Source: an optimization exercise on an open RTL-to-GDS flow (aim: small area, a short achievable clock period and few clock cycles per item). Production flows keep margins and buffers that such runs may drop. Only simulation tests tie the RTL to the original design; equivalence was not proved. Power figures rest on the tool's default switching activity, not on a simulated workload.

run A:
==> flow/design.v <==
module sp_multicycle #(
  parameter int MEM_AW = 12
) (
  input  logic                 clk,
  input  logic                 rst,
  input  logic                 in_valid,
  input  logic [31:0]          inst,
  output logic                 out_valid,
  output logic [31:0]          inst_addr,
  output logic [MEM_AW-1:0]    mem_addr,
  output logic                 mem_wen,
  output logic [31:0]          mem_wdata,
  input  logic [31:0]          mem_rdata
);
  localparam logic [5:0] OP_RTYPE = 6'd0;
  localparam logic [5:0] OP_ANDI  = 6'd1;
  localparam logic [5:0] OP_ORI   = 6'd2;
  localparam logic [5:0] OP_ADDI  = 6'd3;
  localparam logic [5:0] OP_SUBI  = 6'd4;
  localparam logic [5:0] OP_LW    = 6'd5;
  localparam logic [5:0] OP_SW    = 6'd6;
  localparam logic [5:0] OP_BEQ   = 6'd7;
  localparam logic [5:0] OP_BNE   = 6'd8;
  localparam logic [5:0] OP_LUI   = 6'd9;
  localparam logic [5:0] OP_J     = 6'd10;
  localparam logic [5:0] OP_JAL   = 6'd11;
  localparam logic [5:0] FN_AND = 6'd0;
  localparam logic [5:0] FN_OR  = 6'd1;
  localparam logic [5:0] FN_ADD = 6'd2;
  localparam logic [5:0] FN_SUB = 6'd3;
  localparam logic [5:0] FN_SLT = 6'd4;
  localparam logic [5:0] FN_SLL = 6'd5;
  localparam logic [5:0] FN_NOR = 6'd6;
  localparam logic [5:0] FN_JR  = 6'd7;
  localparam int S_ADD = 0, S_AND = 1, S_OR = 2, S_NOR = 3, S_SLT = 4,
                 S_SLL = 5, S_PASSB = 6, NSEL = 7;
  logic        exec_q, load_q;
  logic [31:0] pc_q;
  logic [31:0] rf_q [32];
  logic [31:0] rf_vld_q;           
  logic [31:0]     a_q, b_q;       
  logic            cin_q, we_q, lw_q;
  logic [NSEL-1:0] sel_q;
  logic [4:0]      waddr_q;
  logic [MEM_AW-1:0] imm_q;       
  logic [5:0]      ea_lo_q;        
  logic            ea_c_q;         
  logic [3:0]      eq_q;           
  logic            beq_q, bne_q;
  logic            wen_q, ovalid_q;
  wire idle  = !exec_q && !load_q;
  wire issue = idle && in_valid;
  wire [5:0]  op    = inst[31:26];
  wire [4:0]  rs    = inst[25:21];
  wire [4:0]  rt    = inst[20:16];
  wire [4:0]  rd    = inst[15:11];
  wire [5:0]  fn    = inst[5:0];
  wire [15:0] imm   = inst[15:0];
  wire [31:0] sel_a = (32'd1 << rs) & rf_vld_q;
  wire [31:0] sel_b = (32'd1 << rt) & rf_vld_q;
  logic [31:0] rd_a, rd_b;
  logic [1023:0] rf_flat;
  always_comb for (int i = 0; i < 32; i++) rf_flat[32*i +: 32] = rf_q[i];
  sp_multicycle_rdport u_rda (.sel(sel_a), .rf(rf_flat), .rd(rd_a));
  sp_multicycle_rdport u_rdb (.sel(sel_b), .rf(rf_flat), .rd(rd_b));
  wire [31:0] sext_imm = {{16{imm[15]}}, imm};
  wire [31:0] zext_imm = {16'h0000, imm};
  wire [31:0] pc_plus4 = pc_q + 32'd4;
  wire [31:0] br_tgt   = pc_plus4 + {sext_imm[29:0], 2'b00};
  wire [31:0] jmp_tgt  = {pc_q[31:28], inst[25:0], 2'b00};
  logic [3:0] eq;
  always_comb for (int i = 0; i < 4; i++) eq[i] = (rd_a[8*i +: 8] == rd_b[8*i +: 8]);
  wire is_r = (op == OP_RTYPE);
  logic [31:0]     npc;
  logic            inv;
  logic [31:0]     opb;
  logic            cin, we;
  logic [NSEL-1:0] sel;
  logic [4:0]      waddr;
  always_comb begin
    npc   = pc_plus4;
    inv   = 1'b0;
    opb   = sext_imm;
    cin   = 1'b0;
    we    = 1'b0;
    sel   = '0;
    waddr = rt;
    case (op)
      OP_RTYPE: begin
        waddr = rd;
        we    = 1'b1;
        opb   = rd_b;
        case (fn)
          FN_AND: sel[S_AND] = 1'b1;
          FN_OR:  sel[S_OR]  = 1'b1;
          FN_ADD: sel[S_ADD] = 1'b1;
          FN_SUB: begin sel[S_ADD] = 1'b1; inv = 1'b1; cin = 1'b1; end
          FN_SLT: begin sel[S_SLT] = 1'b1; inv = 1'b1; cin = 1'b1; end
          FN_SLL: sel[S_SLL] = 1'b1;
          FN_NOR: sel[S_NOR] = 1'b1;
          FN_JR: begin
            we  = 1'b0;
            npc = rd_a;
          end
          default: we = 1'b0;
        endcase
      end
      OP_ANDI: begin we = 1'b1; sel[S_AND] = 1'b1; opb = zext_imm; end
      OP_ORI:  begin we = 1'b1; sel[S_OR]  = 1'b1; opb = zext_imm; end
      OP_ADDI: begin we = 1'b1; sel[S_ADD] = 1'b1; end
      OP_SUBI: begin we = 1'b1; sel[S_ADD] = 1'b1; inv = 1'b1; cin = 1'b1; end
      OP_LUI:  begin we = 1'b1; sel[S_PASSB] = 1'b1; opb = {imm, 16'h0000}; end
      OP_SW:   opb = rd_b;
      OP_BEQ:  opb = br_tgt;
      OP_BNE:  opb = br_tgt;
      OP_J:    npc = jmp_tgt;
      OP_JAL: begin
        we    = 1'b1;
        waddr = 5'd31;
        sel[S_PASSB] = 1'b1;
        opb   = pc_plus4;
        npc   = jmp_tgt;
      end
      default: ;
    endcase
  end
  wire [32:0] sum_c = {a_q, 1'b1} + {b_q, cin_q};
  wire [31:0] sum   = sum_c[32:1];
  wire        eq_all = &eq_q;
  wire        tk     = exec_q && ((beq_q && eq_all) || (bne_q && !eq_all));
  wire        slt = (a_q[31] ^ ~b_q[31]) ? a_q[31] : sum[31];
  wire [31:0] alu =
      ({32{sel_q[S_ADD]}}   & sum)
    | ({32{sel_q[S_AND]}}   & (a_q & b_q))
    | ({32{sel_q[S_OR]}}    & (a_q | b_q))
    | ({32{sel_q[S_NOR]}}   & ~(a_q | b_q))
    | ({32{sel_q[S_SLT]}}   & {31'd0, slt})
    | ({32{sel_q[S_SLL]}}   & (a_q << imm_q[10:6]))
    | ({32{sel_q[S_PASSB]}} & b_q);
  wire        rf_we    = (exec_q && we_q) || load_q;
  wire [31:0] rf_wdata = load_q ? mem_rdata : alu;
  always_ff @(posedge clk or posedge rst) begin
    if (rst) begin
      exec_q   <= 1'b0;
      load_q   <= 1'b0;
      ovalid_q <= 1'b0;
      wen_q    <= 1'b0;
      pc_q     <= 32'd0;
      rf_vld_q <= 32'd0;
    end else begin
      exec_q   <= issue;
      load_q   <= exec_q && lw_q;
      ovalid_q <= (issue && op != OP_LW) || (exec_q && lw_q);
      wen_q    <= issue && op == OP_SW;
      if (issue) pc_q <= npc;
      else if (tk) pc_q <= b_q;
      if (rf_we) rf_vld_q[waddr_q] <= 1'b1;
    end
  end
  always_ff @(posedge clk) begin
    a_q     <= rd_a;
    b_q     <= opb ^ {32{inv}};
    eq_q    <= eq;
    beq_q   <= (op == OP_BEQ);
    bne_q   <= (op == OP_BNE);
    cin_q   <= cin;
    we_q    <= we;
    lw_q    <= (op == OP_LW);
    sel_q   <= sel;
    imm_q   <= imm[MEM_AW-1:0];
    {ea_c_q, ea_lo_q} <= {1'b0, rd_a[5:0]} + {1'b0, imm[5:0]};
    if (idle) waddr_q <= waddr;
    if (rf_we) rf_q[waddr_q] <= rf_wdata;
  end
  assign out_valid = ovalid_q;
  assign inst_addr = tk ? b_q : pc_q;
  assign mem_wen   = wen_q;
  assign mem_addr  = {a_q[MEM_AW-1:6] + imm_q[MEM_AW-1:6] + {5'd0, ea_c_q}, ea_lo_q};
  assign mem_wdata = b_q;
endmodule
module sp_multicycle_rdport (
  input  logic [31:0] sel,
  input  logic [1023:0] rf,
  output logic [31:0] rd
);
  always_comb begin
    rd = 32'd0;
    for (int i = 0; i < 32; i++) rd = rd | ({32{sel[i]}} & rf[32*i +: 32]);
  end
endmodule
clock: 10.0 ns
lec_check: 0
cap_margin: 20
core_margin: 2
core_utilization: 45
cts_cluster_diameter: 100
cts_cluster_size: 25
place_density: 0.6
slew_margin: 20
synth_hierarchical: 1
standard.sh (not shown) runs the stock make flow with config.mk's settings and CLKGATE_MAP_FILE= SYNTH_SCRIPT=/design/flow/synth_recipe.tcl, a recipe that flattens the netlist after the stock synthesis.
==> flow/flow/run.sh <==
#!/bin/bash
set -euo pipefail
bash standard.sh SETUP_SLACK_MARGIN=6.0 finish > make.log 2>&1
Testbench counts of run A, summed over its fixed seeds: cycles 49,704, insts 24,000.
Setup changes, run A to run B
==> flow/flow/run.sh <==
#!/bin/bash
set -euo pipefail
bash standard.sh SETUP_SLACK_MARGIN=5.4 finish > make.log 2>&1
==> run notes <==
Changes observed in run B relative to run A: clock network power share increased 0.6 points; critical path depth decreased 1; wire length on met2 decreased 12%; final critical path time including I/O delays and setup increased 0.10 ns. Summary of run B over run A: count of buffers not belonging to the clock network in the layout now sits lower; setup slack -0.10 ns. Compared run A against run B; register cell area after layout within noise. Diff run A -> run B: total global routing track utilization -8.9 points, logic gate share of total power -3.2 points, total detailed-routing wirelength -22%, number of cells on the worst reg-to-reg path +3. Most common library cell in the layout ignoring fill and taps = sky130_fd_sc_hd__edfxtp_1: run A; most common library cell in the layout ignoring fill and taps = sky130_fd_sc_hd__a22oi_1: run B.
Modified inputs, run C compared to run B
==> flow/flow/run.sh <==
#!/bin/bash
set -euo pipefail
bash standard.sh SETUP_SLACK_MARGIN=5.8 finish > make.log 2>&1
Findings:
- Summary of run C over run B: global-route met3 utilization +6.0 points, fraction of area in non-clock buffers +4.5 points.
- Run B → run C: clock skew shows an increase of 0.039 ns, detailed-route wire length went up, final period utilization went up by 0.93 points, end-of-flow core utilization grew by 4.7 points.
- Initial antenna violation count in run C is 25 above run B.
- Critical path depth, run C and run B: smaller value in run B
- Compared with run B, run C has less setup slack.
- Run C against run B: mean instance size in the synthesized netlist now sits at about the same level; design area grew by 0.0060 sq mm.
Here is what was changed in the inputs of run D compared with run C.
==> flow/flow/run.sh <==
#!/bin/bash
set -euo pipefail
bash standard.sh SETUP_SLACK_MARGIN=5.2 finish > make.log 2>&1
Findings:
Per the comparison of run D with run C, time the worst path needs with I/O delays and setup moved up, cell area after layout -0.0065 sq mm, global-route wire length before repair shows a reduction of 13%, vias after detailed routing decreased by 4568 relative to the old numbers.
Taking run C as the reference point, the number of multi-input logic gates of run D falls by 35.
Relative to run C, relative area change from synthesis to final layout has decreased by 11 points in run D.
For run E, these inputs were changed with respect to run D:
==> flow/flow/run.sh <==
#!/bin/bash
set -euo pipefail
bash standard.sh SETUP_SLACK_MARGIN=5.6 "BUFFER_PORTS_ARGS=-buffer_cell sky130_fd_sc_hd__buf_2" finish > make.log 2>&1
## What came out
- Per the comparison of run E with run D, layout buffering overhead excluding clock cells higher, power of the combinational group went up about 10%, worst setup slack has increased, combinational cell fraction of total power grew by 1.1 points, clock insertion delay at the later pin of the skew report climbed 0.02 ns.
- Higher proportion of power drawn by the clock network among run D and run E: run E
- Total design power ended up 3.7% higher on run E than on run D.
- Summary of run E over run D: final cell area excluding filler cells up about 2.6%, final routed wire length divided by cell count grew by 4.4 um, clock-buffer cell count decreased 8.5%.
- Minimum period implied by the final worst setup slack in run E vs run D: down 0.22 ns

[port drivers added, routing unchanged]
No port has a modelled driver above. Below, the same layouts with a new extraction and two added sets of constraints.
Step 1 (the two cells are an assumption about what drives the block):
set clk [get_ports {clk}]
set_driving_cell -lib_cell sky130_fd_sc_hd__clkbuf_16 $clk
set_driving_cell -lib_cell sky130_fd_sc_hd__buf_2 [delete_from_list [all_inputs] $clk]
Step 2 moves the port delays by t, midway between the first and last clock arrival at a register: inputs arrive t later, outputs are due t later. That takes back most of the time a late clock gives input paths.
Slacks: ideal / step 1 / step 2; pairs: ideal / step 1.
run	t (ns)	setup slack, ns	worst hold slack (ns)	clock arrival spread, ns
run A	0.807	5.385 / 5.361 / 4.554	0.491 / 0.491 / 0.491	0.046 / 0.046
run B	0.764	5.283 / 5.207 / 4.642	0.475 / 0.475 / 0.475	0.025 / 0.025
run C	0.799	5.190 / 5.216 / 4.417	0.479 / 0.479 / 0.479	0.062 / 0.061
run D	0.776	5.056 / 4.984 / 4.494	0.471 / 0.471 / 0.471	0.021 / 0.021
run E	0.791	5.273 / 5.191 / 4.559	0.478 / 0.478 / 0.478	0.049 / 0.049
After both steps setup and hold are still met in every run listed. For run A, which loses most, drivers alone change the setup slack by -0.024 ns; drivers and shift together by -0.831 ns.
